This design comes from an exercise in tuning for small area on the open sky130 flow, not from production work.
The RTL of this run was laid out without a check of its function.
No activity file was given, so power comes from the tool's default toggle rates.

**design/flow/config.mk**
```make
export PLATFORM = sky130hd
export DESIGN_NAME = layer_top
export DESIGN_NICKNAME = layer_top
export VERILOG_FILES = /design/flow/design.v
export SDC_FILE = /design/flow/constraint.sdc
export NUM_CORES = 4
export LEC_CHECK = 0
export CAP_MARGIN = 20
export CORE_MARGIN = 2
export CORE_UTILIZATION = 40
export SLEW_MARGIN = 20
```
**design/flow/constraint.sdc**
```tcl
create_clock -name core_clock -period 7.0 [get_ports {clk}]
set_input_delay 1.4000 -clock core_clock [delete_from_list [all_inputs] [get_ports {clk}]]
set_output_delay 1.4000 -clock core_clock [all_outputs]
set_load 0.01 [all_outputs]
```
**design/flow/design.v**
```verilog
package layer_pkg;
   typedef logic signed [16-1:0] data_t;
   typedef logic [$clog2(8)-1:0] vec_addr_t;
   typedef logic [$clog2(16)-1:0] out_idx_t;
endpackage
package layer_coef_pkg;
   localparam int WEIGHT_ENTRIES = 4 * 8 * (16 / 4);
   localparam int BIAS_ENTRIES   = 4 * (16 / 4);
   localparam logic [WEIGHT_ENTRIES*16-1:0] weight_table = {
      {
         -16'sd38,  16'sd33,  16'sd109, 16'sd24,  -16'sd3,   -16'sd45,  -16'sd19,  16'sd48,
         16'sd103,  16'sd18,  16'sd82,  -16'sd28, 16'sd101,  -16'sd64,  -16'sd108, 16'sd3,
         -16'sd18,  16'sd107, 16'sd2,   -16'sd45, -16'sd85,  16'sd22,   16'sd86,   16'sd32,
         -16'sd1,   -16'sd105, 16'sd81, 16'sd42,  16'sd45,   16'sd39,   -16'sd54,  16'sd63
      },
      {
         16'sd29,   -16'sd75, -16'sd24, 16'sd89,  -16'sd12,  -16'sd72,  16'sd114,  -16'sd15,
         -16'sd11,  -16'sd4,  -16'sd36, 16'sd105, 16'sd53,   -16'sd50,  -16'sd37,  16'sd72,
         -16'sd110, -16'sd77, 16'sd9,   16'sd71,  16'sd1,    16'sd100,  16'sd15,   -16'sd72,
         16'sd90,   16'sd84,  16'sd7,   -16'sd36, 16'sd56,   -16'sd106, 16'sd20,   16'sd22
      },
      {
         -16'sd109, -16'sd24, 16'sd30,  16'sd68,  -16'sd123, -16'sd41,  16'sd119,  16'sd31,
         16'sd54,   16'sd121, 16'sd12,  16'sd60,  -16'sd48,  16'sd3,    -16'sd37,  16'sd78,
         16'sd93,   -16'sd101, 16'sd116, -16'sd83, 16'sd31,  -16'sd49,  16'sd124,  16'sd29,
         -16'sd78,  16'sd8,   16'sd67,  16'sd81,  16'sd87,   16'sd63,   -16'sd18,  -16'sd105
      },
      {
         -16'sd2,   -16'sd5,  16'sd22,  -16'sd23, 16'sd96,   -16'sd58,  16'sd36,   -16'sd70,
         16'sd126,  16'sd113, -16'sd73, 16'sd94,  -16'sd73,  16'sd92,   -16'sd104, -16'sd98,
         -16'sd64,  -16'sd77, -16'sd4,  -16'sd9,  -16'sd113, 16'sd20,   16'sd21,   -16'sd3,
         16'sd115,  16'sd106, 16'sd14,  -16'sd126, -16'sd1,  -16'sd93,  16'sd0,    16'sd126
      }
   };
   localparam logic [BIAS_ENTRIES*16-1:0] bias_table = {
      {-16'sd70, 16'sd120, 16'sd71,  -16'sd60},
      {-16'sd47, 16'sd115, -16'sd83, 16'sd67},
      {16'sd41,  16'sd38,  -16'sd81, -16'sd106},
      {16'sd103, 16'sd83,  16'sd0,   -16'sd10}
   };
endpackage
module layer_sequencer (
   input  logic                 clk,
   input  logic                 reset,
   input  logic                 s_valid,
   input  logic                 m_ready,
   output logic                 s_ready,
   output logic                 m_valid,
   output logic                 vec_wr_en,    
   output layer_pkg::vec_addr_t pos,          
   output logic                 lane_keep,    
   output logic                 lane_on,      
   output layer_pkg::out_idx_t  out_idx,      
   output logic [5:0]           entry_next,   
   output logic                 x_bypass      
);
   layer_pkg::vec_addr_t load_cnt;    
   logic vec_pending;    
   logic run;            
   logic done;           
   logic fire;
   logic can_start;
   logic start;
   logic last_start;     
   logic gap;            
   assign m_valid = done;
   assign fire    = done & m_ready;
   assign can_start  = (pos[1:0] == 2'd0) && (pos[2] != out_idx[0]) && !run && (!done || fire);
   assign start      = can_start && (out_idx != '0 || vec_pending || vec_wr_en);
   assign last_start = can_start && out_idx == 4'd15;
   assign lane_keep  = !start;
   assign lane_on    = !done || m_ready;
   assign s_ready   = (pos == load_cnt) && (load_cnt != '0 || !vec_pending || last_start);
   assign vec_wr_en = s_ready & s_valid;
   assign gap       = (pos == load_cnt) && (load_cnt != '0) && !s_valid;
   layer_pkg::vec_addr_t load_cnt_d;
   assign load_cnt_d = reset ? '0 : load_cnt + vec_wr_en;
   layer_pkg::vec_addr_t pos_d;
   layer_pkg::out_idx_t  out_idx_d;
   logic                 finish;         
   assign finish     = run && pos[1:0] == 2'd3 && !(gap && out_idx == '0);
   assign pos_d      = reset ? '0 : pos + 1'b1;
   assign out_idx_d  = reset ? '0 : out_idx + finish;
   assign entry_next = {out_idx_d, pos_d[1:0]};
   always_ff @(posedge clk) begin
      pos      <= pos_d;
      out_idx  <= out_idx_d;
      load_cnt <= load_cnt_d;
      x_bypass <= (pos_d == load_cnt_d) && out_idx_d == '0;
   end
   always_ff @(posedge clk) begin
      if (reset) begin
         vec_pending <= 1'b0;
         run         <= 1'b0;
         done        <= 1'b0;
      end else begin
         if (vec_wr_en && load_cnt == 3'd7)
            vec_pending <= 1'b1;
         else if (start && out_idx == 4'd15)
            vec_pending <= 1'b0;
         if (start)
            run <= 1'b1;
         else if (run && (pos[1:0] == 2'd3 || (gap && out_idx == '0)))
            run <= 1'b0;
         if (finish)
            done <= 1'b1;
         else if (fire)
            done <= 1'b0;
      end
   end
endmodule
module mac_lane (
   input  logic                 clk,
   input  logic                 keep,       
   input  logic                 on,         
   input  layer_pkg::out_idx_t  out_idx,
   input  layer_pkg::vec_addr_t pos,
   input  logic [5:0]           entry_next,    
   input  layer_pkg::data_t     x_a,
   input  layer_pkg::data_t     x_b,
   output layer_pkg::data_t     acc,
   output logic [16-1:0] acc_cy    
);
   localparam int ENTRIES = 16 * 4;
   localparam int BW = 16;    
   function automatic logic [15:0] negsum(input logic [7:0] w);
      logic [8:0] wx;
      wx     = {w, 1'b0};
      negsum = '0;
      for (int k = 0; k < 4; k++)
         if (wx[2*k+2] && !(wx[2*k+1] && wx[2*k]))
            negsum = negsum + (16'd1 << (2 * k));
   endfunction
   function automatic logic [15:0] row_negsum(input int j);
      int e;
      row_negsum = '0;
      for (int c = 0; c < 8; c++) begin
         e = (j % 4) * 8 * (16 / 4) + (j / 4) * 8 + c;
         row_negsum = row_negsum
                      + negsum(layer_coef_pkg::weight_table[(layer_coef_pkg::WEIGHT_ENTRIES - 1 - e) * 16 +: 8]);
      end
   endfunction
   logic [4*ENTRIES-1:0] a_one, a_two, a_neg, b_one, b_two, b_neg;
   logic [16*BW-1:0] b_rom;
   logic [ENTRIES*8-1:0]        wa_rom, wb_rom;
   genvar i;
   generate
      for (i = 0; i < ENTRIES; i++) begin : g_w
         localparam int J  = i / 4;
         localparam int CA = (1 - J % 2) * 4 + i % 4;
         localparam int CB = (J % 2) * 4 + i % 4;
         localparam int EA = (J % 4) * 8 * (16 / 4)
                             + (J / 4) * 8 + CA;
         localparam int EB = (J % 4) * 8 * (16 / 4)
                             + (J / 4) * 8 + CB;
         localparam logic [8:0] WA = {layer_coef_pkg::weight_table[(layer_coef_pkg::WEIGHT_ENTRIES - 1 - EA) * 16 +: 8], 1'b0};
         localparam logic [8:0] WB = {layer_coef_pkg::weight_table[(layer_coef_pkg::WEIGHT_ENTRIES - 1 - EB) * 16 +: 8], 1'b0};
         assign wa_rom[i*8 +: 8] = WA[8:1];
         assign wb_rom[i*8 +: 8] = WB[8:1];
         for (genvar k = 0; k < 4; k++) begin : g_k
            assign a_one[k*ENTRIES + i] = WA[2*k+1] ^ WA[2*k];
            assign a_two[k*ENTRIES + i] = (WA[2*k+2] & ~WA[2*k+1] & ~WA[2*k]) | (~WA[2*k+2] & WA[2*k+1] & WA[2*k]);
            assign a_neg[k*ENTRIES + i] = WA[2*k+2] & ~(WA[2*k+1] & WA[2*k]);
            assign b_one[k*ENTRIES + i] = WB[2*k+1] ^ WB[2*k];
            assign b_two[k*ENTRIES + i] = (WB[2*k+2] & ~WB[2*k+1] & ~WB[2*k]) | (~WB[2*k+2] & WB[2*k+1] & WB[2*k]);
            assign b_neg[k*ENTRIES + i] = WB[2*k+2] & ~(WB[2*k+1] & WB[2*k]);
         end
      end
      for (i = 0; i < 16; i++) begin : g_b
         localparam int E = (i % 4) * (16 / 4) + i / 4;
         localparam logic [7:0] B8 =
            layer_coef_pkg::bias_table[(layer_coef_pkg::BIAS_ENTRIES - 1 - E) * 16 +: 8];
         assign b_rom[i*16 +: 16] = {{8{B8[7]}}, B8} + row_negsum(i);
      end
   endgenerate
   logic [5:0]  entry;
   logic [15:0] bias;
   logic [15:0] addend;
   logic [3:0]  neg_a, one_a, two_a, neg_b, one_b, two_b;
   assign entry  = {out_idx, pos[1:0]};
   assign bias   = b_rom[out_idx*16 +: 16];
   assign addend = keep ? acc : bias;
   logic [7:0] wa_q, wb_q;
   always_ff @(posedge clk) begin
      wa_q <= wa_rom[entry_next*8 +: 8];
      wb_q <= wb_rom[entry_next*8 +: 8];
   end
   logic [8:0] wxa, wxb;
   assign wxa = {wa_q, 1'b0};
   assign wxb = {wb_q, 1'b0};
   generate
      for (i = 0; i < 4; i++) begin : g_digit
         assign one_a[i] = on & (wxa[2*i+1] ^ wxa[2*i]);
         assign two_a[i] = on & ((wxa[2*i+2] & ~wxa[2*i+1] & ~wxa[2*i]) | (~wxa[2*i+2] & wxa[2*i+1] & wxa[2*i]));
         assign neg_a[i] = on & wxa[2*i+2] & ~(wxa[2*i+1] & wxa[2*i]);
         assign one_b[i] = on & (wxb[2*i+1] ^ wxb[2*i]);
         assign two_b[i] = on & ((wxb[2*i+2] & ~wxb[2*i+1] & ~wxb[2*i]) | (~wxb[2*i+2] & wxb[2*i+1] & wxb[2*i]));
         assign neg_b[i] = on & wxb[2*i+2] & ~(wxb[2*i+1] & wxb[2*i]);
      end
   endgenerate
   logic [15:0] pp_a0;
   assign pp_a0[0] = ((one_a[0] & x_a[0])) ^ neg_a[0];
   assign pp_a0[1] = ((one_a[0] & x_a[1]) | (two_a[0] & x_a[0])) ^ neg_a[0];
   assign pp_a0[2] = ((one_a[0] & x_a[2]) | (two_a[0] & x_a[1])) ^ neg_a[0];
   assign pp_a0[3] = ((one_a[0] & x_a[3]) | (two_a[0] & x_a[2])) ^ neg_a[0];
   assign pp_a0[4] = ((one_a[0] & x_a[4]) | (two_a[0] & x_a[3])) ^ neg_a[0];
   assign pp_a0[5] = ((one_a[0] & x_a[5]) | (two_a[0] & x_a[4])) ^ neg_a[0];
   assign pp_a0[6] = ((one_a[0] & x_a[6]) | (two_a[0] & x_a[5])) ^ neg_a[0];
   assign pp_a0[7] = ((one_a[0] & x_a[7]) | (two_a[0] & x_a[6])) ^ neg_a[0];
   assign pp_a0[8] = ((one_a[0] & x_a[8]) | (two_a[0] & x_a[7])) ^ neg_a[0];
   assign pp_a0[9] = ((one_a[0] & x_a[9]) | (two_a[0] & x_a[8])) ^ neg_a[0];
   assign pp_a0[10] = ((one_a[0] & x_a[10]) | (two_a[0] & x_a[9])) ^ neg_a[0];
   assign pp_a0[11] = ((one_a[0] & x_a[11]) | (two_a[0] & x_a[10])) ^ neg_a[0];
   assign pp_a0[12] = ((one_a[0] & x_a[12]) | (two_a[0] & x_a[11])) ^ neg_a[0];
   assign pp_a0[13] = ((one_a[0] & x_a[13]) | (two_a[0] & x_a[12])) ^ neg_a[0];
   assign pp_a0[14] = ((one_a[0] & x_a[14]) | (two_a[0] & x_a[13])) ^ neg_a[0];
   assign pp_a0[15] = ((one_a[0] & x_a[15]) | (two_a[0] & x_a[14])) ^ neg_a[0];
   logic [15:2] pp_a1;
   assign pp_a1[2] = ((one_a[1] & x_a[0])) ^ neg_a[1];
   assign pp_a1[3] = ((one_a[1] & x_a[1]) | (two_a[1] & x_a[0])) ^ neg_a[1];
   assign pp_a1[4] = ((one_a[1] & x_a[2]) | (two_a[1] & x_a[1])) ^ neg_a[1];
   assign pp_a1[5] = ((one_a[1] & x_a[3]) | (two_a[1] & x_a[2])) ^ neg_a[1];
   assign pp_a1[6] = ((one_a[1] & x_a[4]) | (two_a[1] & x_a[3])) ^ neg_a[1];
   assign pp_a1[7] = ((one_a[1] & x_a[5]) | (two_a[1] & x_a[4])) ^ neg_a[1];
   assign pp_a1[8] = ((one_a[1] & x_a[6]) | (two_a[1] & x_a[5])) ^ neg_a[1];
   assign pp_a1[9] = ((one_a[1] & x_a[7]) | (two_a[1] & x_a[6])) ^ neg_a[1];
   assign pp_a1[10] = ((one_a[1] & x_a[8]) | (two_a[1] & x_a[7])) ^ neg_a[1];
   assign pp_a1[11] = ((one_a[1] & x_a[9]) | (two_a[1] & x_a[8])) ^ neg_a[1];
   assign pp_a1[12] = ((one_a[1] & x_a[10]) | (two_a[1] & x_a[9])) ^ neg_a[1];
   assign pp_a1[13] = ((one_a[1] & x_a[11]) | (two_a[1] & x_a[10])) ^ neg_a[1];
   assign pp_a1[14] = ((one_a[1] & x_a[12]) | (two_a[1] & x_a[11])) ^ neg_a[1];
   assign pp_a1[15] = ((one_a[1] & x_a[13]) | (two_a[1] & x_a[12])) ^ neg_a[1];
   logic [15:4] pp_a2;
   assign pp_a2[4] = ((one_a[2] & x_a[0])) ^ neg_a[2];
   assign pp_a2[5] = ((one_a[2] & x_a[1]) | (two_a[2] & x_a[0])) ^ neg_a[2];
   assign pp_a2[6] = ((one_a[2] & x_a[2]) | (two_a[2] & x_a[1])) ^ neg_a[2];
   assign pp_a2[7] = ((one_a[2] & x_a[3]) | (two_a[2] & x_a[2])) ^ neg_a[2];
   assign pp_a2[8] = ((one_a[2] & x_a[4]) | (two_a[2] & x_a[3])) ^ neg_a[2];
   assign pp_a2[9] = ((one_a[2] & x_a[5]) | (two_a[2] & x_a[4])) ^ neg_a[2];
   assign pp_a2[10] = ((one_a[2] & x_a[6]) | (two_a[2] & x_a[5])) ^ neg_a[2];
   assign pp_a2[11] = ((one_a[2] & x_a[7]) | (two_a[2] & x_a[6])) ^ neg_a[2];
   assign pp_a2[12] = ((one_a[2] & x_a[8]) | (two_a[2] & x_a[7])) ^ neg_a[2];
   assign pp_a2[13] = ((one_a[2] & x_a[9]) | (two_a[2] & x_a[8])) ^ neg_a[2];
   assign pp_a2[14] = ((one_a[2] & x_a[10]) | (two_a[2] & x_a[9])) ^ neg_a[2];
   assign pp_a2[15] = ((one_a[2] & x_a[11]) | (two_a[2] & x_a[10])) ^ neg_a[2];
   logic [15:6] pp_a3;
   assign pp_a3[6] = ((one_a[3] & x_a[0])) ^ neg_a[3];
   assign pp_a3[7] = ((one_a[3] & x_a[1]) | (two_a[3] & x_a[0])) ^ neg_a[3];
   assign pp_a3[8] = ((one_a[3] & x_a[2]) | (two_a[3] & x_a[1])) ^ neg_a[3];
   assign pp_a3[9] = ((one_a[3] & x_a[3]) | (two_a[3] & x_a[2])) ^ neg_a[3];
   assign pp_a3[10] = ((one_a[3] & x_a[4]) | (two_a[3] & x_a[3])) ^ neg_a[3];
   assign pp_a3[11] = ((one_a[3] & x_a[5]) | (two_a[3] & x_a[4])) ^ neg_a[3];
   assign pp_a3[12] = ((one_a[3] & x_a[6]) | (two_a[3] & x_a[5])) ^ neg_a[3];
   assign pp_a3[13] = ((one_a[3] & x_a[7]) | (two_a[3] & x_a[6])) ^ neg_a[3];
   assign pp_a3[14] = ((one_a[3] & x_a[8]) | (two_a[3] & x_a[7])) ^ neg_a[3];
   assign pp_a3[15] = ((one_a[3] & x_a[9]) | (two_a[3] & x_a[8])) ^ neg_a[3];
   logic [15:0] pp_b0;
   assign pp_b0[0] = ((one_b[0] & x_b[0])) ^ neg_b[0];
   assign pp_b0[1] = ((one_b[0] & x_b[1]) | (two_b[0] & x_b[0])) ^ neg_b[0];
   assign pp_b0[2] = ((one_b[0] & x_b[2]) | (two_b[0] & x_b[1])) ^ neg_b[0];
   assign pp_b0[3] = ((one_b[0] & x_b[3]) | (two_b[0] & x_b[2])) ^ neg_b[0];
   assign pp_b0[4] = ((one_b[0] & x_b[4]) | (two_b[0] & x_b[3])) ^ neg_b[0];
   assign pp_b0[5] = ((one_b[0] & x_b[5]) | (two_b[0] & x_b[4])) ^ neg_b[0];
   assign pp_b0[6] = ((one_b[0] & x_b[6]) | (two_b[0] & x_b[5])) ^ neg_b[0];
   assign pp_b0[7] = ((one_b[0] & x_b[7]) | (two_b[0] & x_b[6])) ^ neg_b[0];
   assign pp_b0[8] = ((one_b[0] & x_b[8]) | (two_b[0] & x_b[7])) ^ neg_b[0];
   assign pp_b0[9] = ((one_b[0] & x_b[9]) | (two_b[0] & x_b[8])) ^ neg_b[0];
   assign pp_b0[10] = ((one_b[0] & x_b[10]) | (two_b[0] & x_b[9])) ^ neg_b[0];
   assign pp_b0[11] = ((one_b[0] & x_b[11]) | (two_b[0] & x_b[10])) ^ neg_b[0];
   assign pp_b0[12] = ((one_b[0] & x_b[12]) | (two_b[0] & x_b[11])) ^ neg_b[0];
   assign pp_b0[13] = ((one_b[0] & x_b[13]) | (two_b[0] & x_b[12])) ^ neg_b[0];
   assign pp_b0[14] = ((one_b[0] & x_b[14]) | (two_b[0] & x_b[13])) ^ neg_b[0];
   assign pp_b0[15] = ((one_b[0] & x_b[15]) | (two_b[0] & x_b[14])) ^ neg_b[0];
   logic [15:2] pp_b1;
   assign pp_b1[2] = ((one_b[1] & x_b[0])) ^ neg_b[1];
   assign pp_b1[3] = ((one_b[1] & x_b[1]) | (two_b[1] & x_b[0])) ^ neg_b[1];
   assign pp_b1[4] = ((one_b[1] & x_b[2]) | (two_b[1] & x_b[1])) ^ neg_b[1];
   assign pp_b1[5] = ((one_b[1] & x_b[3]) | (two_b[1] & x_b[2])) ^ neg_b[1];
   assign pp_b1[6] = ((one_b[1] & x_b[4]) | (two_b[1] & x_b[3])) ^ neg_b[1];
   assign pp_b1[7] = ((one_b[1] & x_b[5]) | (two_b[1] & x_b[4])) ^ neg_b[1];
   assign pp_b1[8] = ((one_b[1] & x_b[6]) | (two_b[1] & x_b[5])) ^ neg_b[1];
   assign pp_b1[9] = ((one_b[1] & x_b[7]) | (two_b[1] & x_b[6])) ^ neg_b[1];
   assign pp_b1[10] = ((one_b[1] & x_b[8]) | (two_b[1] & x_b[7])) ^ neg_b[1];
   assign pp_b1[11] = ((one_b[1] & x_b[9]) | (two_b[1] & x_b[8])) ^ neg_b[1];
   assign pp_b1[12] = ((one_b[1] & x_b[10]) | (two_b[1] & x_b[9])) ^ neg_b[1];
   assign pp_b1[13] = ((one_b[1] & x_b[11]) | (two_b[1] & x_b[10])) ^ neg_b[1];
   assign pp_b1[14] = ((one_b[1] & x_b[12]) | (two_b[1] & x_b[11])) ^ neg_b[1];
   assign pp_b1[15] = ((one_b[1] & x_b[13]) | (two_b[1] & x_b[12])) ^ neg_b[1];
   logic [15:4] pp_b2;
   assign pp_b2[4] = ((one_b[2] & x_b[0])) ^ neg_b[2];
   assign pp_b2[5] = ((one_b[2] & x_b[1]) | (two_b[2] & x_b[0])) ^ neg_b[2];
   assign pp_b2[6] = ((one_b[2] & x_b[2]) | (two_b[2] & x_b[1])) ^ neg_b[2];
   assign pp_b2[7] = ((one_b[2] & x_b[3]) | (two_b[2] & x_b[2])) ^ neg_b[2];
   assign pp_b2[8] = ((one_b[2] & x_b[4]) | (two_b[2] & x_b[3])) ^ neg_b[2];
   assign pp_b2[9] = ((one_b[2] & x_b[5]) | (two_b[2] & x_b[4])) ^ neg_b[2];
   assign pp_b2[10] = ((one_b[2] & x_b[6]) | (two_b[2] & x_b[5])) ^ neg_b[2];
   assign pp_b2[11] = ((one_b[2] & x_b[7]) | (two_b[2] & x_b[6])) ^ neg_b[2];
   assign pp_b2[12] = ((one_b[2] & x_b[8]) | (two_b[2] & x_b[7])) ^ neg_b[2];
   assign pp_b2[13] = ((one_b[2] & x_b[9]) | (two_b[2] & x_b[8])) ^ neg_b[2];
   assign pp_b2[14] = ((one_b[2] & x_b[10]) | (two_b[2] & x_b[9])) ^ neg_b[2];
   assign pp_b2[15] = ((one_b[2] & x_b[11]) | (two_b[2] & x_b[10])) ^ neg_b[2];
   logic [15:6] pp_b3;
   assign pp_b3[6] = ((one_b[3] & x_b[0])) ^ neg_b[3];
   assign pp_b3[7] = ((one_b[3] & x_b[1]) | (two_b[3] & x_b[0])) ^ neg_b[3];
   assign pp_b3[8] = ((one_b[3] & x_b[2]) | (two_b[3] & x_b[1])) ^ neg_b[3];
   assign pp_b3[9] = ((one_b[3] & x_b[3]) | (two_b[3] & x_b[2])) ^ neg_b[3];
   assign pp_b3[10] = ((one_b[3] & x_b[4]) | (two_b[3] & x_b[3])) ^ neg_b[3];
   assign pp_b3[11] = ((one_b[3] & x_b[5]) | (two_b[3] & x_b[4])) ^ neg_b[3];
   assign pp_b3[12] = ((one_b[3] & x_b[6]) | (two_b[3] & x_b[5])) ^ neg_b[3];
   assign pp_b3[13] = ((one_b[3] & x_b[7]) | (two_b[3] & x_b[6])) ^ neg_b[3];
   assign pp_b3[14] = ((one_b[3] & x_b[8]) | (two_b[3] & x_b[7])) ^ neg_b[3];
   assign pp_b3[15] = ((one_b[3] & x_b[9]) | (two_b[3] & x_b[8])) ^ neg_b[3];
   logic s1, c2, s3, c4, s5, c6, s7, c8, s9, c10, s11, c12, s13, c14, s15, c16;
   logic s17, c18, s19, c20, s21, c22, s23, c24, s25, c26, s27, c28, s29, c30, s31, c32;
   logic s33, c34, s35, c36, s37, c38, s39, c40, s41, c42, s43, c44, s45, c46, s47, c48;
   logic s49, c50, s51, c52, s53, c54, s55, c56, s57, s58, s59, s60, c61, s62, c63, s64;
   logic c65, s66, c67, s68, c69, s70, c71, s72, c73, s74, c75, s76, c77, s78, c79, s80;
   logic c81, s82, c83, s84, c85, s86, c87, s88, c89, s90, c91, s92, c93, s94, c95, s96;
   logic c97, s98, c99, s100, c101, s102, c103, s104, c105, s106, c107, s108, s109, s110, c111, s112;
   logic c113, s114, c115, s116, c117, s118, c119, s120, c121, s122, c123, s124, c125, s126, c127, s128;
   logic c129, s130, c131, s132, c133, s134, c135, s136, s137, c138, s139, c140, s141, c142, s143, c144;
   logic s145, c146, s147, c148, s149, c150, s151, c152, s153, c154, s155, c156, s157, c158, s159, c160;
   logic s161, c162, s163, c164, s165, c166, s167;
   assign s1 = addend[4] ^ pp_b0[4];
   assign c2 = addend[4] & pp_b0[4];
   assign s3 = addend[5] ^ pp_b0[5] ^ pp_b1[5];
   assign c4 = (addend[5] & pp_b0[5]) | (addend[5] & pp_b1[5]) | (pp_b0[5] & pp_b1[5]);
   assign s5 = addend[6] ^ pp_b0[6] ^ pp_b1[6];
   assign c6 = (addend[6] & pp_b0[6]) | (addend[6] & pp_b1[6]) | (pp_b0[6] & pp_b1[6]);
   assign s7 = pp_b2[6] ^ pp_b3[6] ^ pp_a0[6];
   assign c8 = (pp_b2[6] & pp_b3[6]) | (pp_b2[6] & pp_a0[6]) | (pp_b3[6] & pp_a0[6]);
   assign s9 = addend[7] ^ pp_b0[7] ^ pp_b1[7];
   assign c10 = (addend[7] & pp_b0[7]) | (addend[7] & pp_b1[7]) | (pp_b0[7] & pp_b1[7]);
   assign s11 = pp_b2[7] ^ pp_b3[7] ^ pp_a0[7];
   assign c12 = (pp_b2[7] & pp_b3[7]) | (pp_b2[7] & pp_a0[7]) | (pp_b3[7] & pp_a0[7]);
   assign s13 = pp_a1[7] ^ pp_a2[7];
   assign c14 = pp_a1[7] & pp_a2[7];
   assign s15 = addend[8] ^ pp_b0[8] ^ pp_b1[8];
   assign c16 = (addend[8] & pp_b0[8]) | (addend[8] & pp_b1[8]) | (pp_b0[8] & pp_b1[8]);
   assign s17 = pp_b2[8] ^ pp_b3[8] ^ pp_a0[8];
   assign c18 = (pp_b2[8] & pp_b3[8]) | (pp_b2[8] & pp_a0[8]) | (pp_b3[8] & pp_a0[8]);
   assign s19 = pp_a1[8] ^ pp_a2[8] ^ pp_a3[8];
   assign c20 = (pp_a1[8] & pp_a2[8]) | (pp_a1[8] & pp_a3[8]) | (pp_a2[8] & pp_a3[8]);
   assign s21 = addend[9] ^ pp_b0[9] ^ pp_b1[9];
   assign c22 = (addend[9] & pp_b0[9]) | (addend[9] & pp_b1[9]) | (pp_b0[9] & pp_b1[9]);
   assign s23 = pp_b2[9] ^ pp_b3[9] ^ pp_a0[9];
   assign c24 = (pp_b2[9] & pp_b3[9]) | (pp_b2[9] & pp_a0[9]) | (pp_b3[9] & pp_a0[9]);
   assign s25 = pp_a1[9] ^ pp_a2[9] ^ pp_a3[9];
   assign c26 = (pp_a1[9] & pp_a2[9]) | (pp_a1[9] & pp_a3[9]) | (pp_a2[9] & pp_a3[9]);
   assign s27 = addend[10] ^ pp_b0[10] ^ pp_b1[10];
   assign c28 = (addend[10] & pp_b0[10]) | (addend[10] & pp_b1[10]) | (pp_b0[10] & pp_b1[10]);
   assign s29 = pp_b2[10] ^ pp_b3[10] ^ pp_a0[10];
   assign c30 = (pp_b2[10] & pp_b3[10]) | (pp_b2[10] & pp_a0[10]) | (pp_b3[10] & pp_a0[10]);
   assign s31 = pp_a1[10] ^ pp_a2[10] ^ pp_a3[10];
   assign c32 = (pp_a1[10] & pp_a2[10]) | (pp_a1[10] & pp_a3[10]) | (pp_a2[10] & pp_a3[10]);
   assign s33 = addend[11] ^ pp_b0[11] ^ pp_b1[11];
   assign c34 = (addend[11] & pp_b0[11]) | (addend[11] & pp_b1[11]) | (pp_b0[11] & pp_b1[11]);
   assign s35 = pp_b2[11] ^ pp_b3[11] ^ pp_a0[11];
   assign c36 = (pp_b2[11] & pp_b3[11]) | (pp_b2[11] & pp_a0[11]) | (pp_b3[11] & pp_a0[11]);
   assign s37 = pp_a1[11] ^ pp_a2[11] ^ pp_a3[11];
   assign c38 = (pp_a1[11] & pp_a2[11]) | (pp_a1[11] & pp_a3[11]) | (pp_a2[11] & pp_a3[11]);
   assign s39 = addend[12] ^ pp_b0[12] ^ pp_b1[12];
   assign c40 = (addend[12] & pp_b0[12]) | (addend[12] & pp_b1[12]) | (pp_b0[12] & pp_b1[12]);
   assign s41 = pp_b2[12] ^ pp_b3[12] ^ pp_a0[12];
   assign c42 = (pp_b2[12] & pp_b3[12]) | (pp_b2[12] & pp_a0[12]) | (pp_b3[12] & pp_a0[12]);
   assign s43 = pp_a1[12] ^ pp_a2[12] ^ pp_a3[12];
   assign c44 = (pp_a1[12] & pp_a2[12]) | (pp_a1[12] & pp_a3[12]) | (pp_a2[12] & pp_a3[12]);
   assign s45 = addend[13] ^ pp_b0[13] ^ pp_b1[13];
   assign c46 = (addend[13] & pp_b0[13]) | (addend[13] & pp_b1[13]) | (pp_b0[13] & pp_b1[13]);
   assign s47 = pp_b2[13] ^ pp_b3[13] ^ pp_a0[13];
   assign c48 = (pp_b2[13] & pp_b3[13]) | (pp_b2[13] & pp_a0[13]) | (pp_b3[13] & pp_a0[13]);
   assign s49 = pp_a1[13] ^ pp_a2[13] ^ pp_a3[13];
   assign c50 = (pp_a1[13] & pp_a2[13]) | (pp_a1[13] & pp_a3[13]) | (pp_a2[13] & pp_a3[13]);
   assign s51 = addend[14] ^ pp_b0[14] ^ pp_b1[14];
   assign c52 = (addend[14] & pp_b0[14]) | (addend[14] & pp_b1[14]) | (pp_b0[14] & pp_b1[14]);
   assign s53 = pp_b2[14] ^ pp_b3[14] ^ pp_a0[14];
   assign c54 = (pp_b2[14] & pp_b3[14]) | (pp_b2[14] & pp_a0[14]) | (pp_b3[14] & pp_a0[14]);
   assign s55 = pp_a1[14] ^ pp_a2[14] ^ pp_a3[14];
   assign c56 = (pp_a1[14] & pp_a2[14]) | (pp_a1[14] & pp_a3[14]) | (pp_a2[14] & pp_a3[14]);
   assign s57 = addend[15] ^ pp_b0[15] ^ pp_b1[15];
   assign s58 = pp_b2[15] ^ pp_b3[15] ^ pp_a0[15];
   assign s59 = pp_a1[15] ^ pp_a2[15] ^ pp_a3[15];
   assign s60 = addend[2] ^ pp_b0[2];
   assign c61 = addend[2] & pp_b0[2];
   assign s62 = addend[3] ^ pp_b0[3] ^ pp_b1[3];
   assign c63 = (addend[3] & pp_b0[3]) | (addend[3] & pp_b1[3]) | (pp_b0[3] & pp_b1[3]);
   assign s64 = pp_b1[4] ^ pp_b2[4] ^ s1;
   assign c65 = (pp_b1[4] & pp_b2[4]) | (pp_b1[4] & s1) | (pp_b2[4] & s1);
   assign s66 = pp_a0[4] ^ pp_a1[4];
   assign c67 = pp_a0[4] & pp_a1[4];
   assign s68 = pp_b2[5] ^ c2 ^ s3;
   assign c69 = (pp_b2[5] & c2) | (pp_b2[5] & s3) | (c2 & s3);
   assign s70 = pp_a0[5] ^ pp_a1[5] ^ pp_a2[5];
   assign c71 = (pp_a0[5] & pp_a1[5]) | (pp_a0[5] & pp_a2[5]) | (pp_a1[5] & pp_a2[5]);
   assign s72 = c4 ^ s5 ^ pp_a1[6];
   assign c73 = (c4 & s5) | (c4 & pp_a1[6]) | (s5 & pp_a1[6]);
   assign s74 = pp_a2[6] ^ pp_a3[6] ^ s7;
   assign c75 = (pp_a2[6] & pp_a3[6]) | (pp_a2[6] & s7) | (pp_a3[6] & s7);
   assign s76 = c6 ^ s9 ^ pp_a3[7];
   assign c77 = (c6 & s9) | (c6 & pp_a3[7]) | (s9 & pp_a3[7]);
   assign s78 = s13 ^ c8 ^ s11;
   assign c79 = (s13 & c8) | (s13 & s11) | (c8 & s11);
   assign s80 = c10 ^ s15 ^ c14;
   assign c81 = (c10 & s15) | (c10 & c14) | (s15 & c14);
   assign s82 = c12 ^ s17 ^ s19;
   assign c83 = (c12 & s17) | (c12 & s19) | (s17 & s19);
   assign s84 = c16 ^ s21 ^ c18;
   assign c85 = (c16 & s21) | (c16 & c18) | (s21 & c18);
   assign s86 = c20 ^ s23 ^ s25;
   assign c87 = (c20 & s23) | (c20 & s25) | (s23 & s25);
   assign s88 = c22 ^ s27 ^ c24;
   assign c89 = (c22 & s27) | (c22 & c24) | (s27 & c24);
   assign s90 = c26 ^ s29 ^ s31;
   assign c91 = (c26 & s29) | (c26 & s31) | (s29 & s31);
   assign s92 = c28 ^ s33 ^ c30;
   assign c93 = (c28 & s33) | (c28 & c30) | (s33 & c30);
   assign s94 = c32 ^ s35 ^ s37;
   assign c95 = (c32 & s35) | (c32 & s37) | (s35 & s37);
   assign s96 = c34 ^ s39 ^ c36;
   assign c97 = (c34 & s39) | (c34 & c36) | (s39 & c36);
   assign s98 = c38 ^ s41 ^ s43;
   assign c99 = (c38 & s41) | (c38 & s43) | (s41 & s43);
   assign s100 = c40 ^ s45 ^ c42;
   assign c101 = (c40 & s45) | (c40 & c42) | (s45 & c42);
   assign s102 = c44 ^ s47 ^ s49;
   assign c103 = (c44 & s47) | (c44 & s49) | (s47 & s49);
   assign s104 = c46 ^ s51 ^ c48;
   assign c105 = (c46 & s51) | (c46 & c48) | (s51 & c48);
   assign s106 = c50 ^ s53 ^ s55;
   assign c107 = (c50 & s53) | (c50 & s55) | (s53 & s55);
   assign s108 = c52 ^ s57 ^ c54;
   assign s109 = c56 ^ s58 ^ s59;
   assign s110 = pp_b1[2] ^ s60;
   assign c111 = pp_b1[2] & s60;
   assign s112 = c61 ^ s62 ^ pp_a0[3];
   assign c113 = (c61 & s62) | (c61 & pp_a0[3]) | (s62 & pp_a0[3]);
   assign s114 = c63 ^ s64 ^ pp_a2[4];
   assign c115 = (c63 & s64) | (c63 & pp_a2[4]) | (s64 & pp_a2[4]);
   assign s116 = c65 ^ s68 ^ c67;
   assign c117 = (c65 & s68) | (c65 & c67) | (s68 & c67);
   assign s118 = c69 ^ c71 ^ s72;
   assign c119 = (c69 & c71) | (c69 & s72) | (c71 & s72);
   assign s120 = c73 ^ s76 ^ c75;
   assign c121 = (c73 & s76) | (c73 & c75) | (s76 & c75);
   assign s122 = c77 ^ s80 ^ c79;
   assign c123 = (c77 & s80) | (c77 & c79) | (s80 & c79);
   assign s124 = c81 ^ s84 ^ c83;
   assign c125 = (c81 & s84) | (c81 & c83) | (s84 & c83);
   assign s126 = c85 ^ s88 ^ c87;
   assign c127 = (c85 & s88) | (c85 & c87) | (s88 & c87);
   assign s128 = c89 ^ s92 ^ c91;
   assign c129 = (c89 & s92) | (c89 & c91) | (s92 & c91);
   assign s130 = c93 ^ s96 ^ c95;
   assign c131 = (c93 & s96) | (c93 & c95) | (s96 & c95);
   assign s132 = c97 ^ s100 ^ c99;
   assign c133 = (c97 & s100) | (c97 & c99) | (s100 & c99);
   assign s134 = c101 ^ s104 ^ c103;
   assign c135 = (c101 & s104) | (c101 & c103) | (s104 & c103);
   assign s136 = c105 ^ s108 ^ c107;
   assign s137 = addend[0] ^ pp_b0[0];
   assign c138 = addend[0] & pp_b0[0];
   assign s139 = addend[1] ^ pp_b0[1] ^ pp_a0[1];
   assign c140 = (addend[1] & pp_b0[1]) | (addend[1] & pp_a0[1]) | (pp_b0[1] & pp_a0[1]);
   assign s141 = s110 ^ pp_a0[2] ^ pp_a1[2];
   assign c142 = (s110 & pp_a0[2]) | (s110 & pp_a1[2]) | (pp_a0[2] & pp_a1[2]);
   assign s143 = c111 ^ pp_a1[3] ^ s112;
   assign c144 = (c111 & pp_a1[3]) | (c111 & s112) | (pp_a1[3] & s112);
   assign s145 = s66 ^ c113 ^ s114;
   assign c146 = (s66 & c113) | (s66 & s114) | (c113 & s114);
   assign s147 = c115 ^ s70 ^ s116;
   assign c148 = (c115 & s70) | (c115 & s116) | (s70 & s116);
   assign s149 = c117 ^ s74 ^ s118;
   assign c150 = (c117 & s74) | (c117 & s118) | (s74 & s118);
   assign s151 = c119 ^ s78 ^ s120;
   assign c152 = (c119 & s78) | (c119 & s120) | (s78 & s120);
   assign s153 = s82 ^ c121 ^ s122;
   assign c154 = (s82 & c121) | (s82 & s122) | (c121 & s122);
   assign s155 = s86 ^ c123 ^ s124;
   assign c156 = (s86 & c123) | (s86 & s124) | (c123 & s124);
   assign s157 = s90 ^ c125 ^ s126;
   assign c158 = (s90 & c125) | (s90 & s126) | (c125 & s126);
   assign s159 = s94 ^ c127 ^ s128;
   assign c160 = (s94 & c127) | (s94 & s128) | (c127 & s128);
   assign s161 = s98 ^ c129 ^ s130;
   assign c162 = (s98 & c129) | (s98 & s130) | (c129 & s130);
   assign s163 = s102 ^ c131 ^ s132;
   assign c164 = (s102 & c131) | (s102 & s132) | (c131 & s132);
   assign s165 = s106 ^ c133 ^ s134;
   assign c166 = (s106 & c133) | (s106 & s134) | (c133 & s134);
   assign s167 = s109 ^ c135 ^ s136;
   logic [15:0] op_a, op_b;
   assign op_a = {s167, s165, s163, s161, s159, s157, s155, s153, s151, s149, s147, s145, s143, s141, s139, pp_a0[0]};
   assign op_b = {c166, c164, c162, c160, c158, c156, c154, c152, c150, c148, c146, c144, c142, c140, c138, s137};
   logic [15:0] cy;
   logic [15:0] sum;
   logic [15:0] cy_out;
   assign cy[0] = 1'b0;
   assign sum[0] = op_a[0] ^ op_b[0] ^ cy[0];
   assign cy[1] = (op_a[0] & op_b[0]) | (op_a[0] & cy[0]) | (op_b[0] & cy[0]);
   assign sum[1] = op_a[1] ^ op_b[1] ^ cy[1];
   assign cy[2] = (op_a[1] & op_b[1]) | (op_a[1] & cy[1]) | (op_b[1] & cy[1]);
   assign sum[2] = op_a[2] ^ op_b[2] ^ cy[2];
   assign cy[3] = (op_a[2] & op_b[2]) | (op_a[2] & cy[2]) | (op_b[2] & cy[2]);
   assign sum[3] = op_a[3] ^ op_b[3] ^ cy[3];
   assign cy[4] = (op_a[3] & op_b[3]) | (op_a[3] & cy[3]) | (op_b[3] & cy[3]);
   assign sum[4] = op_a[4] ^ op_b[4] ^ cy[4];
   assign cy[5] = (op_a[4] & op_b[4]) | (op_a[4] & cy[4]) | (op_b[4] & cy[4]);
   assign sum[5] = op_a[5] ^ op_b[5] ^ cy[5];
   assign cy_out[6] = (op_a[5] & op_b[5]) | (op_a[5] & cy[5]) | (op_b[5] & cy[5]);
   assign cy[6] = keep & acc_cy[6];
   assign sum[6] = op_a[6] ^ op_b[6] ^ cy[6];
   assign cy[7] = (op_a[6] & op_b[6]) | (op_a[6] & cy[6]) | (op_b[6] & cy[6]);
   assign sum[7] = op_a[7] ^ op_b[7] ^ cy[7];
   assign cy[8] = (op_a[7] & op_b[7]) | (op_a[7] & cy[7]) | (op_b[7] & cy[7]);
   assign sum[8] = op_a[8] ^ op_b[8] ^ cy[8];
   assign cy[9] = (op_a[8] & op_b[8]) | (op_a[8] & cy[8]) | (op_b[8] & cy[8]);
   assign sum[9] = op_a[9] ^ op_b[9] ^ cy[9];
   assign cy[10] = (op_a[9] & op_b[9]) | (op_a[9] & cy[9]) | (op_b[9] & cy[9]);
   assign sum[10] = op_a[10] ^ op_b[10] ^ cy[10];
   assign cy_out[11] = (op_a[10] & op_b[10]) | (op_a[10] & cy[10]) | (op_b[10] & cy[10]);
   assign cy[11] = keep & acc_cy[11];
   assign sum[11] = op_a[11] ^ op_b[11] ^ cy[11];
   assign cy[12] = (op_a[11] & op_b[11]) | (op_a[11] & cy[11]) | (op_b[11] & cy[11]);
   assign sum[12] = op_a[12] ^ op_b[12] ^ cy[12];
   assign cy[13] = (op_a[12] & op_b[12]) | (op_a[12] & cy[12]) | (op_b[12] & cy[12]);
   assign sum[13] = op_a[13] ^ op_b[13] ^ cy[13];
   assign cy_out[14] = (op_a[13] & op_b[13]) | (op_a[13] & cy[13]) | (op_b[13] & cy[13]);
   assign cy[14] = keep & acc_cy[14];
   assign sum[14] = op_a[14] ^ op_b[14] ^ cy[14];
   assign cy[15] = (op_a[14] & op_b[14]) | (op_a[14] & cy[14]) | (op_b[14] & cy[14]);
   assign sum[15] = op_a[15] ^ op_b[15] ^ cy[15];
   assign cy_out[0] = 1'b0;
   assign cy_out[1] = 1'b0;
   assign cy_out[2] = 1'b0;
   assign cy_out[3] = 1'b0;
   assign cy_out[4] = 1'b0;
   assign cy_out[5] = 1'b0;
   assign cy_out[7] = 1'b0;
   assign cy_out[8] = 1'b0;
   assign cy_out[9] = 1'b0;
   assign cy_out[10] = 1'b0;
   assign cy_out[12] = 1'b0;
   assign cy_out[13] = 1'b0;
   assign cy_out[15] = 1'b0;
   logic [15:0] cy_q;    
   always_ff @(posedge clk) begin
      acc  <= sum;
      cy_q <= cy_out & 16'h4840;
   end
   assign acc_cy = cy_q & 16'h4840;
endmodule
module mac_array (
   input  logic                 clk,
   input  logic                 vec_wr_en,
   input  logic                 x_bypass,
   input  layer_pkg::data_t     data_in,
   input  layer_pkg::vec_addr_t pos,
   input  logic                 lane_keep,
   input  logic                 lane_on,
   input  layer_pkg::out_idx_t  out_idx,
   input  logic [5:0]           entry_next,
   output layer_pkg::data_t     acc,
   output logic [16-1:0] acc_cy
);
   layer_pkg::data_t ring [0:8-1];
   always_ff @(posedge clk) begin
      for (int k = 0; k < 8 - 1; k++)
         ring[k] <= ring[k+1];
      ring[8-1] <= vec_wr_en ? data_in : ring[0];
   end
   mac_lane u_lane (
      .clk     (clk),
      .keep    (lane_keep),
      .on      (lane_on),
      .out_idx (out_idx),
      .pos     (pos),
      .entry_next (entry_next),
      .x_a     (x_bypass ? data_in : ring[0]),    
      .x_b     (ring[8/2]),           
      .acc     (acc),
      .acc_cy  (acc_cy)
   );
endmodule
module result_buffer (
   input  layer_pkg::data_t acc,
   input  logic [16-1:0] acc_cy,
   output layer_pkg::data_t data_out
);
   layer_pkg::data_t result;
   assign result   = acc + acc_cy;
   assign data_out = result[16-1] ? '0 : result;
endmodule
module layer_top (
   input  logic             clk,
   input  logic             reset,
   input  logic             s_valid,
   input  logic             m_ready,
   input  layer_pkg::data_t data_in,
   output logic             s_ready,
   output logic             m_valid,
   output layer_pkg::data_t data_out
);
   logic                 vec_wr_en;
   logic                 x_bypass;
   layer_pkg::vec_addr_t pos;
   logic                 lane_keep, lane_on;
   layer_pkg::out_idx_t  out_idx;
   logic [5:0]           entry_next;
   layer_pkg::data_t     acc;
   logic [16-1:0] acc_cy;
   layer_sequencer u_sequencer (
      .clk       (clk),
      .reset     (reset),
      .s_valid   (s_valid),
      .m_ready   (m_ready),
      .s_ready   (s_ready),
      .m_valid   (m_valid),
      .vec_wr_en (vec_wr_en),
      .pos       (pos),
      .lane_keep (lane_keep),
      .lane_on   (lane_on),
      .out_idx   (out_idx),
      .entry_next(entry_next),
      .x_bypass  (x_bypass)
   );
   mac_array u_mac_array (
      .clk       (clk),
      .vec_wr_en (vec_wr_en),
      .x_bypass  (x_bypass),
      .data_in   (data_in),
      .pos       (pos),
      .lane_keep (lane_keep),
      .lane_on   (lane_on),
      .out_idx   (out_idx),
      .entry_next(entry_next),
      .acc       (acc),
      .acc_cy    (acc_cy)
   );
   result_buffer u_result_buffer (
      .acc      (acc),
      .acc_cy   (acc_cy),
      .data_out (data_out)
   );
endmodule
```
**design/flow/flow/run.sh**
```bash
#!/bin/bash
# The standard synthesis, then its combinational logic mapped again by
# ABC with an area-oriented script (flow/abc_resyn.script): the standard
# synthesis's registers and full-adder cells stay exactly as they are, with their
# names; full adders may work on complemented signals (flow/fa_polarity.py).
# Then the standard layout of that netlist, with extra ORFS make
# variables from flow/make_vars (one per line).
# Logs: flow_synth.log and flow_make.log (make's output), flow_fa_polarity.log,
# flow_resyn.log and flow_resyn_check.log (Yosys); each ORFS step also keeps its own log under orfs/logs.
set -euo pipefail
args=()
while IFS= read -r line; do
   [[ -z "$line" || "$line" == \#* ]] && continue
   args+=("$line")
done < flow/make_vars

bash standard.sh "${args[@]}" synth > flow_synth.log 2>&1

RES=orfs/results/$FLOW_PLATFORM/layer_top/base
LIB=$FLOW_HOME/platforms/$FLOW_PLATFORM/lib/sky130_fd_sc_hd__tt_025C_1v80.lib
YOSYS=$FLOW_HOME/../tools/install/yosys/bin/yosys
DONT_USE=$(grep -o 'sky130_fd_sc_hd__[a-z0-9_]*' $FLOW_HOME/platforms/$FLOW_PLATFORM/config.mk | sort -u | sed 's/^/-dont_use /' | tr '\n' ' ')
cp $RES/1_2_yosys.v 1_2_yosys_standard.v
# Full adders on complemented signals where that saves inverters
python3 flow/fa_polarity.py 1_2_yosys_standard.v 1_2_yosys_fapol.v > flow_fa_polarity.log 2>&1
cat > resyn.ys <<EOT
read_liberty -ignore_miss_func $LIB
read_verilog 1_2_yosys_fapol.v
hierarchy -top $FLOW_TOP
blackbox sky130_fd_sc_hd__dfxtp_1 sky130_fd_sc_hd__edfxtp_1 sky130_fd_sc_hd__fa_1 sky130_fd_sc_hd__conb_1
tee -o resyn_stat_before.txt stat -liberty $LIB
flatten
opt -purge
abc -script $PWD/flow/abc_resyn.script -liberty $LIB $DONT_USE -constr $PWD/orfs/objects/$FLOW_PLATFORM/layer_top/base/abc.constr
splitnets
opt_clean -purge
hilomap -singleton -hicell sky130_fd_sc_hd__conb_1 HI -locell sky130_fd_sc_hd__conb_1 LO
insbuf -buf sky130_fd_sc_hd__buf_4 A X
tee -o resyn_stat_after.txt stat -liberty $LIB
write_verilog -noattr -nohex -nodec 1_2_yosys_resyn.v
EOT
$YOSYS -s resyn.ys > flow_resyn.log 2>&1
# The new netlist must be fully mapped and hold the same registers
cat > resyn_check.ys <<EOT
read_liberty -lib $LIB
read_verilog 1_2_yosys_resyn.v
hierarchy -check -top $FLOW_TOP
check -assert -mapped
EOT
$YOSYS -s resyn_check.ys > flow_resyn_check.log 2>&1
regs() { grep -oE 'sky130_fd_sc_hd__e?dfxtp_[0-9]+ +\\?[^ ]+' "$1" | sort; }
if ! diff <(regs 1_2_yosys_standard.v) <(regs 1_2_yosys_resyn.v) > flow_resyn_regs.diff; then
   echo "registers differ from the standard synthesis" >&2
   exit 1
fi
cp 1_2_yosys_resyn.v $RES/1_2_yosys.v
rm -f $RES/1_synth.odb
bash standard.sh "${args[@]}" finish > flow_make.log 2>&1
```
**design/flow/flow/abc_resyn.script**
```
strash
dch -f
amap
topo
stime -c
```
**design/flow/flow/fa_polarity.py**
```python
#!/usr/bin/env python3
"""Removes inverters between full-adder cells of a mapped netlist.

A full adder is self-dual: FA(~a, ~b, ~c) = (~sum, ~cout). This script picks,
for each full-adder cell, whether it works on complemented signals, so that
as few inverters as possible are needed between the adders and the logic
around them, then rewrites the netlist. The function is unchanged; no
register, port or other cell changes.

usage: fa_polarity.py in.v out.v
"""
import re, sys

src = open(sys.argv[1]).read()
m = re.search(r'^module .*?^endmodule', src, re.S | re.M)
assert m and src.count('\nmodule ') + src.startswith('module ') == 1, 'one module expected'
mod = m.group(0)

cell_re = re.compile(r'^(\s*)(sky130_fd_sc_hd__\w+)\s+(\S+)\s*\((.*?)\);\n', re.S | re.M)
pin_re = re.compile(r'\.(\w+)\(\s*(.*?)\s*\)\s*(?:,|$)', re.S)

cells = []   # [type, name, {pin: net}, span]
for cm in cell_re.finditer(mod):
    pins = dict((p, n.strip()) for p, n in pin_re.findall(cm.group(4)))
    cells.append([cm.group(2), cm.group(3), pins, cm.span()])

OUTS = {'X', 'Y', 'Q', 'Q_N', 'SUM', 'COUT', 'HI', 'LO'}
def v(net):
    # An escaped identifier ends at white space
    return net + ' ' if net.startswith('\\') else net

def is_fa(t): return re.match(r'sky130_fd_sc_hd__fa_\d+$', t) is not None
def is_inv(t): return re.match(r'sky130_fd_sc_hd__(clk)?inv_\d+$', t) is not None

driver = {}
for i, (t, n, pins, _) in enumerate(cells):
    for p, net in pins.items():
        if p in OUTS:
            driver[net] = (i, p)

# Logical source of a net: (base net, inverted?) following inverter cells
def source(net):
    inv = False
    seen = 0
    while net in driver and is_inv(cells[driver[net][0]][0]) and seen < 4:
        net = cells[driver[net][0]][2]['A']
        inv = not inv
        seen += 1
    return net, inv

fa = [i for i, c in enumerate(cells) if is_fa(c[0])]
fa_out = {}   # net -> fa index, for SUM/COUT nets
for i in fa:
    for p in ('SUM', 'COUT'):
        if p in cells[i][2]:
            fa_out[cells[i][2][p]] = i

# Every use of a signal: (cell index, pin, base net, wanted inversion)
uses = []
for i, (t, n, pins, _) in enumerate(cells):
    if is_inv(t):
        continue
    for p, net in pins.items():
        if p in OUTS:
            continue
        b, inv = source(net)
        uses.append((i, p, b, inv))
# Inverter outputs also used by ports (assign) or nothing else: keep them as uses
port_nets = set(re.findall(r'^\s*output\s+(?:\[[^\]]*\]\s*)?(\S+);', mod, re.M))

flip = {i: False for i in fa}

def cost():
    need = set()
    for (i, p, b, inv) in uses:
        pb = flip.get(fa_out.get(b), False)          # physical polarity of b
        want = inv ^ (flip[i] if i in flip else False)
        if want != pb:
            need.add(b)
    return len(need)

best = cost()
start = best
improved = True
while improved:
    improved = False
    for i in fa:
        flip[i] = not flip[i]
        c = cost()
        if c < best:
            best = c
            improved = True
        else:
            flip[i] = not flip[i]

if best >= start:
    open(sys.argv[2], 'w').write(src)
    print(f'fa_polarity: no gain ({start} inverted signals)')
    sys.exit(0)

# Rewrite: each use connects to b (physical polarity pb) or to a new inverter of b
new_cells = []
inv_of = {}
cnt = [0]
def inverted(b):
    if b not in inv_of:
        cnt[0] += 1
        w = f'fapol_n{cnt[0]}'
        inv_of[b] = w
        new_cells.append(f'  wire {w};\n  sky130_fd_sc_hd__inv_1 fapol_i{cnt[0]} (\n    .A({v(b)}),\n    .Y({w})\n  );\n')
    return inv_of[b]

newpins = {}
for (i, p, b, inv) in uses:
    pb = flip.get(fa_out.get(b), False)
    want = inv ^ (flip[i] if i in flip else False)
    newpins[(i, p)] = b if want == pb else inverted(b)

# Output ports driven through an assign or directly by a flipped adder are not
# expected: refuse rather than change a port's value
for net in fa_out:
    base = net.split('[')[0]
    if flip[fa_out[net]] and (base in port_nets or net in port_nets):
        sys.exit('fa_polarity: a flipped adder drives a port')

def drives_port(net):
    return net in port_nets or net.split('[')[0].strip() in port_nets

out = []
pos = 0
used_inv_outputs = set()
for (i, p, b, inv) in uses:
    pass
for i, (t, n, pins, span) in enumerate(cells):
    out.append(mod[pos:span[0]])
    pos = span[1]
    if is_inv(t) and not drives_port(pins['Y']):
        continue   # dropped; the needed inverters are made again below
    if is_inv(t):
        out.append(mod[span[0]:span[1]])
        continue
    body = ',\n'.join(f'    .{p}({v(newpins.get((i, p), net))})' for p, net in pins.items())
    out.append(f'  {t} {n} (\n{body}\n  );\n')
out.append(mod[pos:])
text = ''.join(out)
text = text.replace('\nendmodule', '\n' + ''.join(new_cells) + 'endmodule', 1)
text = src[:m.start()] + text + src[m.end():]
open(sys.argv[2], 'w').write(text)
print(f'fa_polarity: {start} -> {best} inverted signals, {sum(flip.values())} of {len(fa)} adders flipped')
```
**design/flow/flow/make_vars**
```
BUFFER_PORTS_ARGS=-buffer_cell sky130_fd_sc_hd__buf_1
GPL_KEEP_OVERFLOW=0
PLACE_DENSITY=0.8
CTS_ARGS=-sink_clustering_enable -repair_clock_nets -buf_list sky130_fd_sc_hd__clkbuf_8 -dont_use_dummy_load
```
**design/flow/standard.sh**
```bash
#!/bin/bash
# synth_recipe.tcl (not shown) runs the flow's synth.tcl, then flattens the netlist and writes it again
# the make line also repeats each setting of config.mk as NAME=value (left out here)
make -C /OpenROAD-flow-scripts/flow DESIGN_CONFIG=/design/flow/config.mk WORK_HOME=/design/flow/orfs CLKGATE_MAP_FILE= SYNTH_SCRIPT=/design/flow/synth_recipe.tcl "${@:-finish}"
```
==> run notes <==
[how the worst max path moves through the flow]
stage	start	to	cells past startpoint
2_1_floorplan	m_ready	u_mac_array.u_lane.acc[10]	18
3_3_place_gp	u_sequencer.pos[0]	u_mac_array.u_lane.wa_q[7]	17
3_5_place_dp	m_ready	u_mac_array.u_lane.acc[10]	16
4_1_cts	u_sequencer.pos[0]	u_mac_array.u_lane.wa_q[7]	18
5_1_grt	m_ready	u_mac_array.u_lane.acc[10]	18
6_report	m_ready	u_mac_array.u_lane.acc[10]	19
[registers in the layout, summed over array words and instances, names as in the netlist, 3 cells and up]
register and count:
u_mac_array.u_lane.wb_q 8, u_sequencer.load_cnt 3, u_sequencer.out_idx 4, u_mac_array.u_lane.acc 16, u_mac_array.u_lane.wa_q 8, u_sequencer.pos 3
u_mac_array.u_lane.cy_q 3, u_mac_array.ring 128
[cells in the final DEF, fill, tap and decap left out, drive strengths merged, types with 6 or more instances in the layout]
master / instances
a2111oi: 7
o22a: 15
a21oi: 66
nand3: 6
nor2: 239
dfxtp: 177
or3: 6
clkbuf: 18
o21ai: 109
or2: 9
o22ai: 97
clkinv: 126
buf: 41
nand2: 117
a211oi: 15
o221ai: 10
a31oi: 8
nor2b: 19
nor3: 50
o32ai: 17
fa: 88
[area by class of cell]
type	count	area (µm²)	area share (%)
Multi-Input combinational cell	934	6210	55.9
Sequential cell	177	3550	31.9
Inverter	129	504	4.54
Tap cell	330	413	3.71
Clock buffer	17	234	2.10
Timing Repair Buffer	42	209	1.88
[where the power goes]
| group | internal (mW) | total, mW | switching (mW) | leakage [nW] |
|---|---|---|---|---|
| sequential | 1.45 | 1.61 | 0.155 | 1.49 |
| combinational | 2.02 | 4.70 | 2.68 | 2.39 |
| clock | 0.215 | 0.530 | 0.315 | 0.122 |
[critical path: cells and delay by family]
family	cells	cell delay [ns]
fa+ha+maj	9	3.94
simple gates	3	0.51
buf+inv	4	0.73
compound gates	3	0.47
[what timing repair did]
| action | 4_1_cts | 5_1_grt |
|---|---|---|
| setup endpoints to repair | 4 | 15 |
| gates cloned | 2 | 0 |
| gates resized for setup | 3 | 12 |
| pin swaps | 1 | 1 |
| setup buffers | 1 | 0 |
[metrics by stage]
step / setup TNS (ns) / hold WS [ns] / worst slack (ns)
2_1_floorplan: 0 / 0.310 / 0.0418
3_3_place_gp: -38.44 / 0.310 / -2.75
3_5_place_dp: -3.43 / 0.312 / -0.975
4_1_cts: 0 / 0.296 / 0.208
5_1_grt: 0 / 0.297 / 0.0409
6_report: 0 / 0.296 / 0.286
[per-layer routing]
layer / up-vias / global-route usage, % / wire length, µm
li1: 4505 / - / -
met1: 4510 / 33.7 / 14000
met2: 534 / 37.6 / 14500
met3: 68 / 4.70 / 3000
met4: 2 / 8.57 / 793
met5: - / 0 / 16
==> reports/qor.yml <==
route:
  drt.antenna.violating_nets: 0
  drt_iter0_drc: 1207
  drt-total-wl_um: 32300
  remaining_drc_errors: 0
  vias: 9619
  vias_per_cell: 5.90
  routedWlPerCell_um: 19.8
  dr.pass1.iters: 6
pwr:
  power_density_nw_per_um2: 615
  total_power_mw: 6.83
  irDropWorstVdd_mv: 0.729
  leakage_nw: 4.00
min_path:
  whs_path_depth: 0
  hold_start: "u_mac_array.ring[6][6]"
  hp-class: "flip-flop to flip-flop"
  hold_end: "u_mac_array.ring[5][6]"
sta:
  rsz0062_at_grt: "no"
  fmax_mhz: 149
  slew_viol_final: 0
  fin_crit_ns: 6.71
  finalSetupViolCount: 0
  finalCritPeriodShare_pct: 95.9
  hold_viol: 0
  maxSlewHeadroom_pct: 17.2
  tightest_slew_ns: 1.21
  finClkSkew_ns: 0.0405
global_routing:
  antenna_found_initial: 2
  grt_pass1_vias: 8893
  grt_pass1_wl_um: 49300
  grt.overflow.total: 0
  track_usage_pct: 24.2
  grt_max_degree: 27
floorplan:
  rows: 58
  initial_core_util_pct: 40.5
  dieArea_um2: 26600
  die_height_um: 163
  ioPinCount: 38
  core_area_um2: 25000
  die_width_um: 163
place:
  portBuffers: 36
  hpwl_um: 24300
  place_inst: 1609
  place_area_um2: 10800
  gp_congestion: 0.973
clock_network:
  numCtsBuffers: 17
  clock-sinks: 177
  h-tree-depth: 4
  clockRootBuffer: "clkbuf_8"
  cts_hold_buf: 0
  cts_buffer_depth: 2
  clkTransAtPathRegs_ns: 0.10
  clkLatencyLatePin_ns: 0.48
  cts_tree: "built"
run:
  maxCapViolations: 0
status:
  status: "no timing/DRC/antenna violations"
logic_synthesis:
  syn_area_per_cell_um2: 8.18
  ys_warn_count: 5
  synth_area_um2: 10100
  synthCells: 1239
  synthesis.nets: 1347
worst_setup_path:
  crit_type: "primary input to flip-flop"
  cpMostUsedCell: "fa_1"
  worstRegToRegCells: 19
  crit_path_end_kind: "flip-flop"
  cpPeakStageDelay_ns: 0.49
  crit_required_ns: 7.36
  critPathLaunchType: "primary input"
  worst_r2r_endpoint: "u_mac_array.u_lane.acc[10]"
  cp.arrival_ns: 7.08
  rrSetupSlack_ns: 0.41
  reg2reg_from: "u_sequencer.pos[0]"
  cp_cell_sequence: "clkbuf_2 -> nor2b_4 -> clkinv_4 -> o221ai_1 -> nor4_4 -> o31ai_4 -> buf_4 -> nor2_1 -> a21oi_1 -> fa_1 -> fa_1 -> fa_1 -> clkinv_1 -> fa_1 -> fa_1 -> fa_1 -> fa_1 -> fa_1 -> fa_1"
  cpMaxStageDelayCell: "fa_1"
  critPathMaxFanout: 17
layout:
  area_delta_synth_final_pct: 9.70
  instances_no_fill: 1629
  diodes: 0
  final_area_um2: 11100
  layout.nets: 1409
  utilization_pct: 44.4
  drive_gt1_share_pct: 3.62
  fill_cells: 2473

==> static timing again, ports no longer ideal <==
No port has a modelled driver above. Below, the same layout with a new extraction and two added sets of constraints. Step 1, drivers: a clkbuf_16 drives clk and a buf_2 each remaining input, both assumed. Step 2 adds t to the input delays and takes it off the output delays; t is the mean of the earliest and latest rising clock arrival at the registers after step 1. Input paths then give back, and output paths get back, about the clock's delay inside the block. Three values: ideal, step 1, step 2; two values: the first two.
t (ns): 0.499
setup WS [ns]: 0.286 / 0.307 / -0.192
hold WS [ns]: 0.296 / 0.296 / 0.296
With both steps, setup timing fails in this run, where it was met with ideal ports. For this run, drivers alone change the setup slack by +0.021 ns; drivers and shift together by -0.478 ns.
